This design comes from an exercise in tuning for small area and a short achievable clock period on the open sky130 flow, not from production work. Only simulation tests tie the RTL to the original design; equivalence was not proved. No activity file was given, so power comes from the tool's default toggle rates.

### flow/run.sh
#!/bin/bash
# synth_recipe.tcl (not shown) runs the flow's synth.tcl, then flattens the netlist and writes it again
# the make line also repeats each setting of config.mk as NAME=value (left out here)
make -C /OpenROAD-flow-scripts/flow DESIGN_CONFIG=/design/flow/config.mk WORK_HOME=/design/flow/orfs CLKGATE_MAP_FILE= SYNTH_SCRIPT=/design/flow/synth_recipe.tcl finish
### flow/config.mk
export PLATFORM = sky130hd
export DESIGN_NAME = mpx_trace_capture
export DESIGN_NICKNAME = mpx_trace_capture
export VERILOG_FILES = /design/flow/design.v
export SDC_FILE = /design/flow/constraint.sdc
export NUM_CORES = 4
export LEC_CHECK = 0
export CAP_MARGIN = 20
export CORE_MARGIN = 2
export CORE_UTILIZATION = 40
export SLEW_MARGIN = 20
export SYNTH_MEMORY_MAX_BITS = 8192
### flow/constraint.sdc
create_clock -name core_clock -period 6.5 [get_ports {clk_i}]
set_input_delay 1.3000 -clock core_clock [delete_from_list [all_inputs] [get_ports {clk_i}]]
set_output_delay 1.3000 -clock core_clock [all_outputs]
set_load 0.01 [all_outputs]
### flow/design.v
module mpx_trace_capture #(
  parameter int unsigned DEPTH_W = 6
) (
  input  logic               clk_i,
  input  logic               rst_i,
  input  logic               valid_i,
  input  logic [31:0]        pc_i,
  input  logic [31:0]        opcode_i,
  input  logic               arm_i,
  input  logic [DEPTH_W:0]   post_count_i,
  input  logic               trig_en_i,
  input  logic [31:0]        trig_pc_i,
  input  logic               trig_force_i,
  output logic               rd_valid_o,
  input  logic               rd_ready_i,
  output logic [31:0]        rd_pc_o,
  output logic [31:0]        rd_opcode_o,
  output logic               rd_last_o,
  output logic [1:0]         state_o,
  output logic               triggered_o,
  output logic [DEPTH_W:0]   count_o
);
  localparam int unsigned DEPTH = 1 << DEPTH_W;
  localparam int unsigned CW    = DEPTH_W + 1;
  localparam logic [1:0] ST_IDLE  = 2'd0;
  localparam logic [1:0] ST_ARMED = 2'd1;
  localparam logic [1:0] ST_POST  = 2'd2;
  localparam logic [1:0] ST_DONE  = 2'd3;
  logic [1:0]           state_q, state_d;
  logic [DEPTH_W-1:0]   wr_ptr_q, wr_ptr_d;
  logic [DEPTH_W-1:0]   ra_q, ra_d;
  logic [CW-1:0]        count_q, count_d;
  logic [CW-1:0]        remaining_q, remaining_d;
  logic [CW-1:0]        left_q, left_d;
  logic [CW-1:0]        post_len_q, post_len_d;
  logic                 triggered_q, triggered_d;
  logic                 rv_q, rv_d;
  logic                 last_q, last_d;
  logic [63:0]          out_q, out_d;
  logic [63:0]          mem [DEPTH];
  logic [63:0]          rdata;
  logic [DEPTH-1:0]     rsel;
  logic                 wr_en;
  logic                 trig;
  logic                 enter_done;
  logic                 rd_fire;
  logic                 ra_inc;
  logic [CW-1:0]        post_clamp;
  assign trig       = trig_force_i | (valid_i & trig_en_i & (pc_i == trig_pc_i));
  assign post_clamp = (post_count_i > CW'(DEPTH)) ? CW'(DEPTH) : post_count_i;
  assign rd_fire    = rv_q & rd_ready_i;
  always_comb begin
    for (int r = 0; r < DEPTH; r++) rsel[r] = (ra_q == DEPTH_W'(r));
    rdata = '0;
    for (int r = 0; r < DEPTH; r++) rdata = rdata | (mem[r] & {64{rsel[r]}});
  end
  always_comb begin
    state_d     = state_q;
    wr_ptr_d    = wr_ptr_q;
    count_d     = count_q;
    remaining_d = remaining_q;
    left_d      = left_q;
    post_len_d  = post_len_q;
    triggered_d = triggered_q;
    ra_d        = ra_q;
    out_d       = '0;
    wr_en       = 1'b0;
    enter_done  = 1'b0;
    ra_inc      = 1'b0;
    if (arm_i) begin
      state_d     = ST_ARMED;
      count_d     = '0;
      triggered_d = 1'b0;
      post_len_d  = post_clamp;
      left_d      = '0;
      ra_d        = wr_ptr_q;
    end else begin
      case (state_q)
        ST_ARMED: begin
          if (trig) begin
            triggered_d = 1'b1;
            if (valid_i && (post_len_q != '0)) begin
              wr_en       = 1'b1;
              remaining_d = post_len_q - CW'(1);
            end else begin
              remaining_d = post_len_q;
            end
            if (remaining_d == '0) enter_done = 1'b1;
            else                   state_d    = ST_POST;
          end else if (valid_i) begin
            wr_en = 1'b1;
          end
        end
        ST_POST: begin
          if (valid_i) begin
            wr_en       = 1'b1;
            remaining_d = remaining_q - CW'(1);
            if (remaining_d == '0) enter_done = 1'b1;
          end
        end
        ST_DONE: begin
          out_d = out_q;
          if (rd_fire) begin
            ra_inc = 1'b1;
            left_d = left_q - CW'(1);
            out_d  = (left_q == CW'(1)) ? 64'd0 : rdata;
            if (left_q == CW'(1)) state_d = ST_IDLE;
          end else if (left_q == '0) begin
            state_d = ST_IDLE;
          end
        end
        default: ;
      endcase
      if (wr_en) begin
        wr_ptr_d = wr_ptr_q + DEPTH_W'(1);
        count_d  = count_q[DEPTH_W] ? count_q : count_q + CW'(1);
        if (count_q[DEPTH_W] || (count_q == CW'(DEPTH - 1) && post_len_q != '0))
          ra_inc = 1'b1;
      end
      if (enter_done) begin
        state_d = ST_DONE;
        left_d  = count_d;
        ra_inc  = 1'b1;
        if (count_q != '0)  out_d = rdata;
        else if (wr_en)     out_d = {pc_i, opcode_i};
      end
      if (ra_inc) ra_d = ra_q + DEPTH_W'(1);
    end
    rv_d   = (state_d == ST_DONE) && (left_d != '0);
    last_d = rv_d && (left_d == CW'(1));
  end
  always_ff @(posedge clk_i or negedge rst_i) begin
    if (!rst_i) begin
      state_q     <= ST_IDLE;
      wr_ptr_q    <= '0;
      ra_q        <= '0;
      count_q     <= '0;
      remaining_q <= '0;
      left_q      <= '0;
      post_len_q  <= '0;
      triggered_q <= 1'b0;
      rv_q        <= 1'b0;
      last_q      <= 1'b0;
      out_q       <= '0;
    end else begin
      state_q     <= state_d;
      wr_ptr_q    <= wr_ptr_d;
      ra_q        <= ra_d;
      count_q     <= count_d;
      remaining_q <= remaining_d;
      left_q      <= left_d;
      post_len_q  <= post_len_d;
      triggered_q <= triggered_d;
      rv_q        <= rv_d;
      last_q      <= last_d;
      out_q       <= out_d;
    end
  end
  always_ff @(posedge clk_i) begin
    for (int r = 0; r < DEPTH; r++)
      if (wr_en && wr_ptr_q == DEPTH_W'(r)) mem[r] <= {pc_i, opcode_i};
  end
  assign rd_valid_o  = rv_q;
  assign {rd_pc_o, rd_opcode_o} = out_q;
  assign rd_last_o   = last_q;
  assign state_o     = state_q;
  assign triggered_o = triggered_q;
  assign count_o     = count_q;
endmodule
==> results of run 1 <==
==> Yosys cell counts, drive strengths merged (4+ instances only) <==
library cell and instances:
a211oi 6, a21o 5, a21oi 87, a22o 63
a22oi 2048, a31o 66, a31oi 5, and2 54
and3 23, and3b 7, buf 237, clkbuf 299
dfrtp 109, edfxtp 4096, ha 20, inv 32
mux2 4, nand2 820, nand2b 4, nand3 11
nand4 210, nor2 174, nor2b 6, nor3 141
nor3b 7, nor4 133, o21ai 141, o22ai 12
or3 4, xnor2 50, xor2 4
==> registers in the layout, indices dropped and copies added, names as in the netlist <==
register / count
rv_q: 1
state_q: 2
wr_ptr_q: 6
mem: 4096
post_len_q: 7
last_q: 1
ra_q: 6
triggered_q: 1
left_q: 7
out_q: 64
count_q: 7
remaining_q: 7
==> routing by layer <==
| metal | vias to the layer above | wire (um) |
|---|---|---|
| met5 | - | 977 |
| met4 | 70 | 57400 |
| met3 | 2835 | 134900 |
| met2 | 12860 | 296900 |
| met1 | 53370 | 232700 |
| li1 | 37620 | - |
==> area by class of cell <==
class,count,share of cell area (%)
Sequential cell,4205,70.04
Multi-Input combinational cell,4139,15.10
Clock buffer,487,5.948
Timing Repair Buffer,636,3.795
Tap cell,5060,3.527
Clock inverter,275,1.435
Antenna cell,64,0.08922
Inverter,32,0.06691
==> cell families (layout without fill, tap and decap cells) <==
family | after synthesis | count (layout) | share of synthesized area [%]
multiplexers | 6 | 6 | 0.04461
other | 0 | 64 | 0
AND/OR/NAND/NOR | 1609 | 1609 | 4.867
flip-flops | 4205 | 4205 | 81.52
AO/OA/AOI/OAI | 2450 | 2450 | 11.68
XOR/XNOR | 54 | 54 | 0.3115
buffers and inverters | 568 | 1430 | 1.418
adder cells (fa/ha/maj) | 20 | 20 | 0.1622
==> through the flow <==
step	power (W)	instances	utilization, %
final	0.06165	14900	46.64
after global routing	0.06236	14840	46.61
after CTS	0.06094	14830	46.60
after detailed placement	0.03764	14070	43.15
after global placement	0.03759	14070	43.14
after floorplan	0.03340	8912	-
==> cells in the final DEF, fill, tap and decap left out, types with 65 or more instances in the layout <==
| cell | Yosys | routed |
|---|---|---|
| a21oi_1 | 85 | 84 |
| a22oi_1 | 2048 | 2048 |
| buf_12 | 0 | 151 |
| buf_4 | 6 | 302 |
| clkbuf_1 | 299 | 71 |
| clkbuf_16 | 0 | 416 |
| clkdlybuf4s50_1 | 0 | 120 |
| clkinv_1 | 0 | 111 |
| clkinv_2 | 0 | 77 |
| dfrtp_1 | 109 | 109 |
| edfxtp_1 | 4096 | 4096 |
| nand2_1 | 820 | 818 |
| nand4_1 | 210 | 210 |
| nor2_1 | 173 | 109 |
| nor2_4 | 1 | 65 |
| nor3_1 | 141 | 141 |
| nor4_1 | 130 | 124 |
| o21ai_1 | 126 | 126 |
==> power groups by stage <==
| stage | Clock, W | Combinational [W] | Sequential (W) |
|---|---|---|---|
| 6_report | 0.0241 | 0.00732 | 0.0303 |
| 3_3_place_gp | 0 | 0.00678 | 0.0308 |
| 5_1_grt | 0.0249 | 0.00720 | 0.0303 |
| 4_1_cts | 0.0239 | 0.00683 | 0.0303 |
| 2_1_floorplan | 0 | 0.00265 | 0.0308 |
| 3_5_place_dp | 0 | 0.00681 | 0.0308 |
==> worst min path at each step <==
| stage | start | end | slack (ns) | cells after the start |
|---|---|---|---|---|
| final | rst_i | left_q[5] | 0.33 | 1 |
| after global routing | rst_i | left_q[5] | 0.40 | 1 |
| after CTS | rst_i | left_q[5] | 0.33 | 1 |
| after detailed placement | triggered_q | triggered_q | 0.52 | 2 |
| after global placement | triggered_q | triggered_q | 0.50 | 2 |
| after floorplan | remaining_q[1] | remaining_q[1] | 0.49 | 2 |
==> flow_summary.json, run 1 <==
{
  "dpl.hpwl_um": 404800,
  "grt_first_pass_wirelength_um": 929800,
  "final_nets": 9557,
  "fillers": 31980,
  "drv_slew": 0,
  "path_max_fanout": 29,
  "routabilityCongestion": 0.9280,
  "cp_slowest_stage_delay_ns": 0.90,
  "synth_edf_count": 4096,
  "cts_tree": "yes",
  "ios": 186,
  "synth_top_flop_cell": "edfxtp_1",
  "met3_usage_pct": 15.72,
  "seqPwrFrac_pct": 49.1,
  "swShare_pct": 27.18,
  "p_switching_w": 0.01675,
  "critPathRequiredTime_ns": 7.38,
  "fin_crit_ns": 5.213,
  "htree_levels": 5,
  "cts_inserted_buffers": 413,
  "yosysWarnings": 2,
  "grt_overflow_total": 0,
  "stdcell_area_mm2": 0.1795,
  "max_clock_freq_mhz": 191.8,
  "reg2reg_from": "ra_q[2]",
  "cts.repair.resized": 0,
  "drt_pass1_iterations": 7,
  "route.detailed.drc": 0,
  "io_buffers": 185,
  "syn_nets": 9042,
  "final-hold-violation-count": 0,
  "worst_path_max_delay_cell": "dfrtp_1",
  "cp_num_buf_inv": 1,
  "crit_end": "out_q[23]",
  "cpMostUsedCell": "o21ai_1",
  "power_frac_clock_pct": 39.0,
  "cp-start-kind": "register",
  "placed_area_mm2": 0.1661,
  "die_h_um": 625.0,
  "path_clk_slew_ns": 0.06,
  "track_usage_pct": 36.00,
  "skew_ns": 0.06309,
  "postSynthCellCount": 8912,
  "root_buffer": "clkbuf_16",
  "max-slew-margin-rel_pct": 11.18,
  "synth_area_leaders": "edfxtp_1 (80%), a22oi_1 (10%), nand2_1 (2.0%), dfrtp_1 (1.8%), nand4_1 (0.85%)",
  "finalWorstSetupSlack_ns": 1.287,
  "grt_pass1_vias": 96480,
  "drtIter0Drc": 26010,
  "clock_path_buffers": 4,
  "vias": 106800,
  "insertion_delay_ns": 1.02,
  "grt_use_met1_pct": 45.24,
  "synth-seq-cells": 4205,
  "arrival_ns": 6.09,
  "antenna_found_initial": 72,
  "setup_viol": 0,
  "wl_per_cell_um": 48.53,
  "yosysSeqAreaShare_pct": 81.52,
  "critical_path.top_delay_family": "simple AND/OR/NAND/NOR gates",
  "leakage_nw": 58.32,
  "endpoint_kind": "register",
  "hp-class": "input pin to asynchronous set/reset pin",
  "viasPerCell": 7.166,
  "async_flop_share_pct": 2.592,
  "rrSetupSlack_ns": 1.29,
  "areaGrowthSynthToFinish_pct": 16.38,
  "rsz0062_at_grt": "false",
  "start_util_pct": 40.08,
  "setup-tns-final_ns": 0,
  "drive_above_1_share_pct": 12.93,
  "ir_drop_uv": 241.8,
  "antenna_left": 0,
  "grt.busiest_layer": "met2",
  "synth_top_area_cell": "edfxtp_1",
  "maxCapViolCount": 0,
  "met2_usage_pct": 50.80,
  "path_cells": "nor2b_1, and2_4, buf_4, a22oi_1, nand2_1, nor3_1, nand4_1, o21ai_1, o21ai_1, a31o_1",
  "cts.sinks": 4205,
  "hold_ws_ns": 0.3346,
  "timing_worst_setup_path_type": "register to register",
  "period_share_pct": 80.20,
  "netlist_area_mm2": 0.1542,
  "fp-row-count": 228,
  "drt_wl_total_um": 723000,
  "regArea_mm2": 0.1257,
  "internal-power_w": 0.04489,
  "status": "complete, no violations",
  "avgSynthCellArea_um2": 17.31,
  "cts_setup_buffers": 0,
  "core_area_mm2": 0.3848,
  "powerDensity_mw_per_mm2": 343.4,
  "worstMarginPinSlew_ns": 1.332,
  "dieArea_mm2": 0.3906,
  "pre_cts_ws_ns": 0.9522,
  "grt_max_degree": 70,
  "power_frac_comb_pct": 11.9,
  "netlist.area_leader.share_pct": 79.75,
  "r2r_cells": 10,
  "multi_input_area_mm2": 0.02710,
  "cts_hold_buffers": 0,
  "path_depth": 10,
  "crit_start": "ra_q[2]",
  "die-width_um": 625.0,
  "synth.distinct_cells": 68,
  "timing.rr.end": "out_q[23]"
}
==> run 2, diff against run 1 <==
--- a/flow/config.mk
+++ b/flow/config.mk
@@ -5,8 +5,10 @@
 export SDC_FILE = /design/flow/constraint.sdc
 export NUM_CORES = 4
 export LEC_CHECK = 0
+export ABC_CLOCK_PERIOD_IN_PS = 3000
 export CAP_MARGIN = 20
 export CORE_MARGIN = 2
 export CORE_UTILIZATION = 40
+export SETUP_SLACK_MARGIN = 3.4
 export SLEW_MARGIN = 20
 export SYNTH_MEMORY_MAX_BITS = 8192
==> run 2 against run 1 <==
The run now fails in global routing (5_1_grt). Synthesized cell count is the same. Synthesized area unchanged.
==> flow_summary.json, run 2 <==
{
  "postSynthCellCount": 8912,
  "synth_top_area_cell": "edfxtp_1",
  "cts.sinks": 4205,
  "error": "[ERROR GRT-0232] Routing congestion too high. Check the congestion heatmap in the GUI.",
  "synth_fa_ha_area_share_pct": 0.1622,
  "track_usage_pct": 64.32,
  "status": "stopped before the end",
  "failing_step": "global routing (5_1_grt)",
  "netlist_area_mm2": 0.1542,
  "synth_xor_area_share_pct": 0.3115,
  "clock_path_buffers": 4,
  "placed_area_mm2": 0.1658,
  "io_buffers": 185,
  "yosysMostFrequentCell": "edfxtp_1",
  "cts_hold_buffers": 0,
  "dpl.hpwl_um": 386900,
  "synth_area_leaders": "edfxtp_1 (80%), a22oi_1 (10%), nand2_1 (2.0%), dfrtp_1 (1.8%), nand4_1 (0.85%)",
  "yosysWarnings": 2,
  "async_flop_share_pct": 2.592,
  "grt_max_degree": 77,
  "start_util_pct": 40.08,
  "synth.distinct_cells": 68,
  "grt_overflow_total": 19,
  "avgSynthCellArea_um2": 17.31,
  "die-width_um": 625.0,
  "synth_top_flop_cell": "edfxtp_1",
  "synth_edf_count": 4096,
  "root_buffer": "clkbuf_16",
  "synth_simple_gate_area_share_pct": 4.867,
  "syn_nets": 9042,
  "die_h_um": 625.0,
  "ios": 186,
  "synth_mux_area_share_pct": 0.04462,
  "htree_levels": 5,
  "netlist.area_leader.share_pct": 79.75,
  "synth-seq-cells": 4205,
  "yosysSeqAreaShare_pct": 81.52,
  "fp-row-count": 228,
  "pre_cts_ws_ns": 1.124,
  "yosys-top-cells-count": "edfxtp_1 (4,096), a22oi_1 (2,048), nand2_1 (820)",
  "synth_top_family_by_area": "compound AO/OA/AOI/OAI gates",
  "synth_compound_area_share_pct": 11.68,
  "routabilityCongestion": 0.9084,
  "cts_inserted_buffers": 407
}
run 2: cell counts after synthesis:
Identical to the previous run, type by type.
run 2: power groups by stage:
stage / clock network, W / logic (W) / registers (W)
3_3_place_gp: 0 / 0.00722 / 0.0308
3_5_place_dp: 0 / 0.00725 / 0.0308
4_1_cts: 0.0235 / 0.0101 / 0.0302
2_1_floorplan: 0 / 0.00287 / 0.0307
run 2: kinds of logic after synthesis:
group,after synthesis
AO/OA/AOI/OAI,2450
XOR/XNOR,54
adder cells (fa/ha/maj),20
buffers and inverters,568
flip-flops,4205
multiplexers,6
AND/OR/NAND/NOR,1609
run 2: worst max path at each step:
stage	depth (start not counted)	to	from	slack, ns
CTS	13	out_q[10]	ra_q[0]	3.20
floorplan	12	mem[12][0]	valid_i	2.23
global placement	9	mem[24][63]	valid_i	1.09
detailed placement	9	mem[24][18]	valid_i	1.12
run 2: routing by layer:
| layer | GRT usage (%) | overflow |
|---|---|---|
| met1 | 60.11 | 0 |
| met2 | 74.17 | 1 |
| met3 | 62.63 | 2 |
| met4 | 58.23 | 16 |
| met5 | 53.93 | 0 |
run 2: metrics by stage:
stage / hold slack, ns / std cells
after CTS: 0.1623 / 16010
after detailed placement: 0.5039 / 14050
after global placement: 0.5150 / 14050
after floorplan: 0.4945 / 8912
run 2: what timing repair did:
action | CTS
cloned | 427
endpoints found under the setup margin | 4251
setup buffers | 787
pin swaps | 347
resized for setup | 1706

[port drivers added, routing unchanged]
The results above use ideal ports. As a check the final layout listed here was re-extracted and re-timed, cells and wires unchanged. Step 1 assumes that a clkbuf_16 drives the clock port and a buf_2 every other input. Step 2 also shifts input and output timing later by t, the mid clock arrival at the registers, as if the neighbouring blocks saw the same clock. Slacks: ideal / step 1 / step 2; pairs: ideal / step 1.
run: run 1
t (ns): 1.105
setup slack, ns: 1.287 / 1.287 / 0.708
worst hold slack (ns): 0.335 / 0.257 / 0.548
latest minus earliest clock arrival (ns): 0.065 / 0.066
slew at the worst register clock pin (ns): 0.07 / 0.07
After both steps setup and hold are still met in run 1. The setup slack of run 1 moves by 0.000 ns with the drivers and by -0.579 ns with both steps.
